What follows belongs to an exercise in optimizing a design on an open flow for small area, a short achievable clock period and few clock cycles per item; a production flow would make more cautious choices.
At most, simulation tests tie the RTL to the original design; equivalence was not proved.
Power and IR drop assume default switching activity.

==> job 7043 <==
## exec_stage
module exec_stage (
    input  logic        clock,
    input  logic        reset,
    input  logic        issue_valid,
    input  logic [1:0]  issue_fu,
    input  logic [3:0]  issue_func,
    input  logic [1:0]  opa_select,
    input  logic [2:0]  opb_select,
    input  logic [31:0] inst,
    input  logic [31:0] pc,
    input  logic [31:0] rs1_value,
    input  logic [31:0] rs2_value,
    input  logic [4:0]  issue_tag,
    input  logic        complete_credit,
    output logic [2:0]  fu_free,
    output logic        complete_valid,
    output logic [1:0]  complete_fu,
    output logic [4:0]  complete_tag,
    output logic [31:0] complete_result,
    output logic        complete_take
);
export LEC_CHECK = 0
export CAP_MARGIN = 20
export CORE_MARGIN = 2
export CORE_UTILIZATION = 62
export CTS_CLUSTER_DIAMETER = 70
export CTS_CLUSTER_SIZE = 24
export PLACE_DENSITY = 0.7
export SETUP_SLACK_MARGIN = 4.6
export SLEW_MARGIN = 20
create_clock -name core_clock -period 8.0 [get_ports {clock}]
standard.sh (not shown) runs the stock make flow with config.mk's settings and CLKGATE_MAP_FILE= SYNTH_SCRIPT=/design/flow/synth_recipe.tcl, a recipe that flattens the netlist after the stock synthesis.
==> flow/flow/run.sh <==
#!/bin/bash
# The standard layout, with the port buffers made of buf_2 cells instead of the cell
# buffer_ports picks by default. Synthesis, floorplan, power grid and the rest are the
# standard flow's. make's full output goes to standard.log in this folder; ORFS writes
# each step's log under orfs/logs/.
set -euo pipefail
bash standard.sh "BUFFER_PORTS_ARGS=-buffer_cell sky130_fd_sc_hd__buf_2" finish > standard.log 2>&1
==> job 9334 (differences from job 7043) <==
--- a/flow/design.v
+++ b/flow/design.v
@@ -7,30 +7,24 @@
     input  logic         cin,
     output logic [N-1:0] sum,
     output logic         cout
 );
     logic [N-1:0] g0, p0, g, p;
     assign p0 = a ^ b;
-    assign g0 = a & b;
     always_comb begin
-        g    = g0;
-        p    = p0;
-        g[0] = g0[0] | (p0[0] & cin);
+        g0    = a & b;
+        g0[0] = (a[0] & b[0]) | (p0[0] & cin);
+    end
+    always_comb begin
+        g = g0;
+        p = p0;
         for (int step = 1; step < N; step = step * 2) begin
             for (int i = 0; i < N; i++) begin
                 if ((i / step) % 2 == 1) begin
-                    if (i == step && step == 1) begin
-                        g[i] = (g0[1] | (p0[1] & g0[0])) | (p0[1] & p0[0] & cin);
-                        p[i] = p0[1] & p0[0];
-                    end else if (i == step) begin
-                        g[i] = (g0[i] | (p0[i] & g0[i-1])) | (p0[i] & p0[i-1] & g[i-2]);
-                        p[i] = p0[i] & p0[i-1] & p[i-2];
-                    end else begin
-                        g[i] = g[i] | (p[i] & g[(i / step) * step - 1]);
-                        p[i] = p[i] & p[(i / step) * step - 1];
-                    end
+                    g[i] = g[i] | (p[i] & g[(i / step) * step - 1]);
+                    p[i] = p[i] & p[(i / step) * step - 1];
                 end
             end
         end
     end
     assign sum  = p0 ^ {g[N-2:0], cin};
     assign cout = g[N-1];
@@ -475,12 +469,13 @@
             endcase
         end
     end
     logic        x_v, x_br, x_jump, x_clr0, x_sub, x_shl, x_sra;
     logic        x_eq_lo, x_eq_hi, x_lt_lo, x_lt_hi, x_s1, x_s2;
     logic [2:0]  x_f3;
+    logic [4:0]  x_rot;
     logic [7:0]  x_sel;
     logic [4:0]  x_tag;
     logic        x_a31;
     logic [31:0] x_p, x_g;
     logic [4:0]  x_sh;
     logic [31:0] in_bx;
@@ -491,12 +486,13 @@
     end
     always_ff @(posedge clock) begin
         x_br   <= issue_fu[1];
         x_sel  <= in_sel;
         x_sub  <= in_sub;
         x_shl  <= (issue_func == ALU_SLL);
+        x_rot  <= (issue_func == ALU_SLL) ? 5'd0 - opb[4:0] : opb[4:0];
         x_sra  <= (issue_func == ALU_SRA);
         x_tag  <= issue_tag;
         x_a31  <= opa[31];
         x_p    <= opa ^ in_bx;
         x_g    <= opa & in_bx;
         x_sh   <= opb[4:0];
@@ -532,14 +528,12 @@
     logic [31:0] x_res;
     exec_prefix_pg #(.N(32)) u_add (
         .g0(x_g), .p0(x_p), .cin(x_sub), .sum(x_sum), .cout(x_cout)
     );
     assign x_ltu = ~x_cout;
     assign x_lt  = ~x_p[31] ? x_a31 : x_ltu;
-    logic [4:0] x_rot;
-    assign x_rot = x_shl ? 5'd0 - x_sh : x_sh;
     always_comb begin
         sh_rot = x_p;
         for (int k = 0; k < 5; k++) begin
             if (x_rot[k]) sh_rot = 32'({sh_rot, sh_rot} >> (1 << k));
         end
     end
@@ -553,13 +547,13 @@
                  | ({32{x_sel[S_OR]}}  & (x_g | x_p))
                  | ({32{x_sel[S_XOR]}} & x_p)
                  | {31'b0, (x_sel[S_SLT] & x_lt) | (x_sel[S_SLTU] & x_ltu)}
                  | ({32{x_sel[S_SL] | x_sel[S_SR]}} & sh_out);
     logic        pa_v, pb_v, r_v;
     logic        m_busy;
-    logic [3:0]  m_ph;       
+    logic [1:0]  m_cnt;
     logic [1:0]  credits;
     logic        has_credit;
     logic        m_last, m_first;
     logic        grant_x, grant_pa, grant_pb, grant_mul, granted;
     function automatic logic [3:0] arbitrate(input logic credit, input logic mul_first,
                                              input logic pa, input logic pb, input logic x,
@@ -637,20 +631,24 @@
     assign in_asgn = (issue_func == MUL) || (issue_func == MULH) || (issue_func == MULHSU);
     assign in_bsgn = (issue_func == MUL) || (issue_func == MULH);
     assign in_a32  = in_asgn & opa[31];
     assign in_uext = ~in_bsgn & opb[31];
     assign m_free = !m_busy || m_last;
     assign m_step = m_busy && (!m_first || !r_v || grant_mul);
-    logic [7:0]  m_corr_a, m_corr_b;
+    logic [7:0]  m_abyte_next, m_corr_a, m_corr_b;
     logic [33:0] m_s_in, m_c_in;
     logic [41:0] m_sum, m_carry;
     logic [7:0]  m_low;
     logic        m_cout;
-    assign m_corr_a = {8{m_uext}} & (({8{m_ph[0]}} & m_a[7:0])   | ({8{m_ph[1]}} & m_a[15:8])
-                                   | ({8{m_ph[2]}} & m_a[23:16]) | ({8{m_ph[3]}} & m_a[31:24]));
-    assign m_corr_b = {8{m_a32}} & ~m_b[7:0];
+    always_comb begin
+        case (m_cnt)
+            2'd0:    m_abyte_next = m_a[15:8];
+            2'd1:    m_abyte_next = m_a[23:16];
+            default: m_abyte_next = m_a[31:24];
+        endcase
+    end
     assign m_s_in   = m_first ? 34'h0AAAAAAAB : m_s;
     assign m_c_in   = m_first ? {1'b0, m_a32, 32'b0} : m_c;
     exec_mul_csa u_csa (
         .s_in(m_s_in), .c_in(m_c_in), .a(m_a), .one(m_one), .two(m_two), .neg(m_neg),
         .corr_a(m_corr_a), .corr_b(m_corr_b), .klast(m_last),
         .sum_out(m_sum), .carry_out(m_carry)
@@ -675,34 +673,38 @@
             r_v    <= 1'b0;
         end else begin
             if (m_free) begin
                 m_busy <= issue_valid && (issue_fu == 2'd1);
                 m_last <= 1'b0;
             end else if (m_step) begin
-                m_last <= m_ph[2];
+                m_last <= (m_cnt == 2'd2);
             end
             if (m_last)         r_v <= 1'b1;
             else if (grant_mul) r_v <= 1'b0;
         end
     end
     always_ff @(posedge clock) begin
         if (m_free) begin
-            m_ph    <= 4'b0001;
+            m_cnt   <= 2'd0;
             m_first <= 1'b1;
             m_a     <= opa;
             m_b     <= opb;
             m_a32   <= in_a32;
             m_uext  <= in_uext;
             {m_one, m_two, m_neg} <= in_booth;
+            m_corr_a <= {8{in_uext}} & opa[7:0];
+            m_corr_b <= {8{in_a32}} & ~opb[7:0];
             m_hi    <= (issue_func != MUL);
             m_tag   <= issue_tag;
         end else if (m_step) begin
-            m_ph    <= {m_ph[2:0], 1'b0};
+            m_cnt   <= m_cnt + 2'd1;
             m_first <= 1'b0;
             m_b     <= {m_low, m_b[31:8]};
             {m_one, m_two, m_neg} <= m_next_booth;
+            m_corr_a <= {8{m_uext}} & m_abyte_next;
+            m_corr_b <= {8{m_a32}} & ~m_b[15:8];
         end
     end
     always_ff @(posedge clock) begin
         if (m_step) begin
             m_ls <= m_sum[7:0];
             m_lc <= m_carry[7:0];
@@ -730,17 +732,19 @@
         end else begin
             credits        <= credits_next;
             has_credit     <= (credits_next != 2'd0);
             complete_valid <= granted;
         end
     end
+    logic [31:0] out_x, out_o;
+    logic        out_selx;
     always_ff @(posedge clock) begin
-        complete_fu     <= grant_x ? {x_br, 1'b0} : grant_pa ? 2'd0 : grant_pb ? 2'd2 : 2'd1;
-        complete_tag    <= grant_x ? x_tag : grant_pa ? pa_tag : grant_pb ? pb_tag : r_tag;
-        complete_take   <= grant_x ? (x_br & x_take) : grant_pb & pb_take;
-        complete_result <= ({32{grant_x}}   & x_res)
-                         | ({32{grant_pa}}  & pa_res)
-                         | ({32{grant_pb}}  & pb_res)
-                         | ({32{grant_mul}} & mh_res);
+        complete_fu   <= grant_x ? {x_br, 1'b0} : grant_pa ? 2'd0 : grant_pb ? 2'd2 : 2'd1;
+        complete_tag  <= grant_x ? x_tag : grant_pa ? pa_tag : grant_pb ? pb_tag : r_tag;
+        complete_take <= grant_x ? (x_br & x_take) : grant_pb & pb_take;
+        out_selx      <= grant_x;
+        out_x         <= x_res;
+        out_o         <= grant_pa ? pa_res : grant_pb ? pb_res : mh_res;
     end
+    assign complete_result = out_selx ? out_x : out_o;
 endmodule
 `default_nettype wire
==> flow/flow/run.sh (replaced) <==
#!/bin/bash
# The standard layout, with the port buffers made of buf_1 cells instead of the cell
# buffer_ports picks by default. Synthesis, floorplan, power grid and the rest are the
# standard flow's. make's full output goes to standard.log in this folder; ORFS writes
# each step's log under orfs/logs/.
set -euo pipefail
bash standard.sh "BUFFER_PORTS_ARGS=-buffer_cell sky130_fd_sc_hd__buf_1" finish > standard.log 2>&1
==> flow/config.mk (replaced) <==
export PLATFORM = sky130hd
export DESIGN_NAME = exec_stage
export DESIGN_NICKNAME = exec_stage
export VERILOG_FILES = /design/flow/design.v
export SDC_FILE = /design/flow/constraint.sdc
export NUM_CORES = 4
export LEC_CHECK = 0
export CAP_MARGIN = 20
export CORE_MARGIN = 2
export CORE_UTILIZATION = 55
export PLACE_DENSITY = 0.65
export SETUP_SLACK_MARGIN = 4.5
export SLEW_MARGIN = 20
==> job 3026 (differences from job 7043) <==
--- a/flow/design.v
+++ b/flow/design.v
@@ -625,22 +625,25 @@
     logic [31:0] m_a, m_b;
     logic        m_a32, m_uext;
     logic [3:0]  m_one, m_two, m_neg;
     logic [33:0] m_s, m_c;
     logic        m_ci;
     logic [7:0]  m_ls, m_lc;
-    logic        m_hi;
+    logic        m_hi, m_short;
     logic [4:0]  m_tag;
-    logic        r_hi;
+    logic        r_hi, r_short;
+    logic [7:0]  r_b0;
     logic [4:0]  r_tag;
     logic [31:0] mh_res;
     logic        in_asgn, in_bsgn, in_a32, in_uext;
     assign in_asgn = (issue_func == MUL) || (issue_func == MULH) || (issue_func == MULHSU);
     assign in_bsgn = (issue_func == MUL) || (issue_func == MULH);
     assign in_a32  = in_asgn & opa[31];
     assign in_uext = ~in_bsgn & opb[31];
+    logic        in_short;
+    assign in_short = (opb[31:15] == 17'h00000) || (in_bsgn && (opb[31:15] == 17'h1FFFF));
     assign m_free = !m_busy || m_last;
     assign m_step = m_busy && (!m_first || !r_v || grant_mul);
     logic [7:0]  m_corr_a, m_corr_b;
     logic [33:0] m_s_in, m_c_in;
     logic [41:0] m_sum, m_carry;
     logic [7:0]  m_low;
@@ -675,13 +678,13 @@
             r_v    <= 1'b0;
         end else begin
             if (m_free) begin
                 m_busy <= issue_valid && (issue_fu == 2'd1);
                 m_last <= 1'b0;
             end else if (m_step) begin
-                m_last <= m_ph[2];
+                m_last <= m_short ? m_ph[0] : m_ph[2];
             end
             if (m_last)         r_v <= 1'b1;
             else if (grant_mul) r_v <= 1'b0;
         end
     end
     always_ff @(posedge clock) begin
@@ -691,12 +694,13 @@
             m_a     <= opa;
             m_b     <= opb;
             m_a32   <= in_a32;
             m_uext  <= in_uext;
             {m_one, m_two, m_neg} <= in_booth;
             m_hi    <= (issue_func != MUL);
+            m_short <= in_short;
             m_tag   <= issue_tag;
         end else if (m_step) begin
             m_ph    <= {m_ph[2:0], 1'b0};
             m_first <= 1'b0;
             m_b     <= {m_low, m_b[31:8]};
             {m_one, m_two, m_neg} <= m_next_booth;
@@ -705,25 +709,34 @@
     always_ff @(posedge clock) begin
         if (m_step) begin
             m_ls <= m_sum[7:0];
             m_lc <= m_carry[7:0];
             m_ci <= !m_first && m_cout;
             m_c  <= m_carry[41:8];
-            if (m_last && !m_hi) m_s <= {10'b0, m_low, m_b[31:16]};
-            else                 m_s <= m_sum[41:8];
+            if (m_last && !m_hi && !m_short) m_s <= {10'b0, m_low, m_b[31:16]};
+            else                             m_s <= m_sum[41:8];
         end
         if (m_last) begin
-            r_hi  <= m_hi;
-            r_tag <= m_tag;
+            r_hi    <= m_hi;
+            r_short <= m_short;
+            r_b0    <= m_low;
+            r_tag   <= m_tag;
         end
     end
     logic [39:0] mh_sum;
     exec_prefix_add #(.N(40)) u_mh_add (
         .a({m_s[31:0], m_ls}), .b({m_c[31:0], m_lc}), .cin(m_ci), .sum(mh_sum), .cout()
     );
-    assign mh_res = r_hi ? mh_sum[39:8] : {mh_sum[7:0], m_s[23:0]};
+    always_comb begin
+        case ({r_short, r_hi})
+            2'b00:   mh_res = {mh_sum[7:0], m_s[23:0]};
+            2'b01:   mh_res = mh_sum[39:8];
+            2'b10:   mh_res = {mh_sum[23:0], r_b0};
+            default: mh_res = {{16{mh_sum[39]}}, mh_sum[39:24]};
+        endcase
+    end
     assign credits_next = credits + {1'b0, complete_credit} - {1'b0, granted};
     always_ff @(posedge clock) begin
         if (reset) begin
             credits        <= 2'd2;
             has_credit     <= 1'b1;
             complete_valid <= 1'b0;
--- a/flow/config.mk
+++ b/flow/config.mk
@@ -5,11 +5,11 @@
 export SDC_FILE = /design/flow/constraint.sdc
 export NUM_CORES = 4
 export LEC_CHECK = 0
 export CAP_MARGIN = 20
 export CORE_MARGIN = 2
 export CORE_UTILIZATION = 62
-export CTS_CLUSTER_DIAMETER = 70
-export CTS_CLUSTER_SIZE = 24
+export CTS_CLUSTER_DIAMETER = 80
+export CTS_CLUSTER_SIZE = 30
 export PLACE_DENSITY = 0.7
 export SETUP_SLACK_MARGIN = 4.6
 export SLEW_MARGIN = 20
==> summary of the runs <==
Job 7043 finished with timing, DRC and antenna clean. Job 3026 passed the timing, design-rule and antenna checks. Job 9334 completed with no timing, DRC or antenna violations. Combinational power: job 3026 > job 7043 > job 9334. The highest synthesized cell count belongs to job 3026, the lowest to job 7043. Between job 9334 and job 7043, the lower sequential power is in job 7043 (gap about 10%, measured against job 7043). Via count: job 3026 > job 7043 > job 9334. The highest final cell count belongs to job 3026, the lowest to job 7043. Die area: job 9334 > job 3026 > job 7043. The highest count of clock-buffer cells in the layout belongs to job 9334, the lowest to job 3026. The lowest maximum frequency belongs to job 3026, the highest to job 7043. Routed wire length: job 3026 > job 7043 > job 9334. Clock power: job 3026 < job 7043 < job 9334. Against job 9334, the setup slack of job 3026 is worse by 0.34 ns.
==> figures <==
item                                                           job 3026      job 9334      job 7043
Leakage power                                                   14.8 nW       13.8 nW       14.3 nW
DR WL met2                                                    51,000 um     49,300 um     48,300 um
Post-Synthesis Net Count                                          3,641         3,521         3,484
Via-per-instance ratio                                             7.15          6.30          6.98
Initial antenna violation count                                      13             3             6
Worst vdd rail ir drop                                           247 uV        217 uV        157 uV
Detailed Routing Iterations Pass 1                                   12             9            10
Total power                                                   0.00978 W      0.0105 W     0.00941 W
Met2 capacity usage during global routing                         66.1%         57.6%         63.8%
Number of global-route vias before repair                        26,770        23,874        25,055
Post-Synthesis Cell Area                                   31,000 sq um  30,900 sq um  30,300 sq um
Run status                                     timing/DRC/antenna clean  timing/DRC/antenna clean  timing/DRC/antenna clean
CTS H-tree depth                                                      1             2             1
Startpoint of the worst hold path                              m_tag[0]      m_tag[1]      m_tag[0]
Gate power share                                                  52.9%         45.0%         50.8%
Count of inverters not on the clock network in the layout           240           251           243
# diodes                                                              5             0             3
Crit-path max cell delay                                        0.75 ns       0.47 ns       0.55 ns
Height of the die                                                228 um        241 um        225 um
Starting density of the core                                      63.0%         55.8%         62.3%
Site row count                                                       81            86            81
Routed wire per std cell                                        30.2 um       26.9 um       29.3 um
GR Layer Usage met3                                               17.8%         6.18%         12.0%
Testbench counts of job 9334, summed over its fixed seeds: cycles 39,051, items 32,000.
Only the layout flow was run in job 7043 and job 3026; the RTL was not checked for function there.

afterwards: timing with drivers on the ports:
How much do the figures lean on ideal ports? The routed layouts below were timed once more, with nothing changed but the port constraints.
Step 1 sets driving cells, clkbuf_16 on the clock port and buf_2 on the other inputs (assumed; they add their load-dependent delay and slew).
Step 2, shift: input delay + t, output delay - t, t = (earliest + latest rising clock arrival at the registers) / 2. This alone moves slack from input paths to output paths.
Three values: ideal, step 1, step 2; two values: the first two.
run	shift t [ns]	slack for setup (ns)	slew at the worst register clock pin (ns)	worst data-port slew with drivers (ns)
job 7043	0.667	4.488 / 4.488 / 3.968	0.10 / 0.10	0.09
job 9334	0.670	4.455 / 4.455 / 3.879	0.07 / 0.07	0.07
job 3026	0.648	4.120 / 4.120 / 3.937	0.12 / 0.12	0.05
After both steps setup and hold are still met in every run listed. The setup slack of job 9334, which loses most, moves by 0.000 ns with the drivers and by -0.576 ns with both steps.
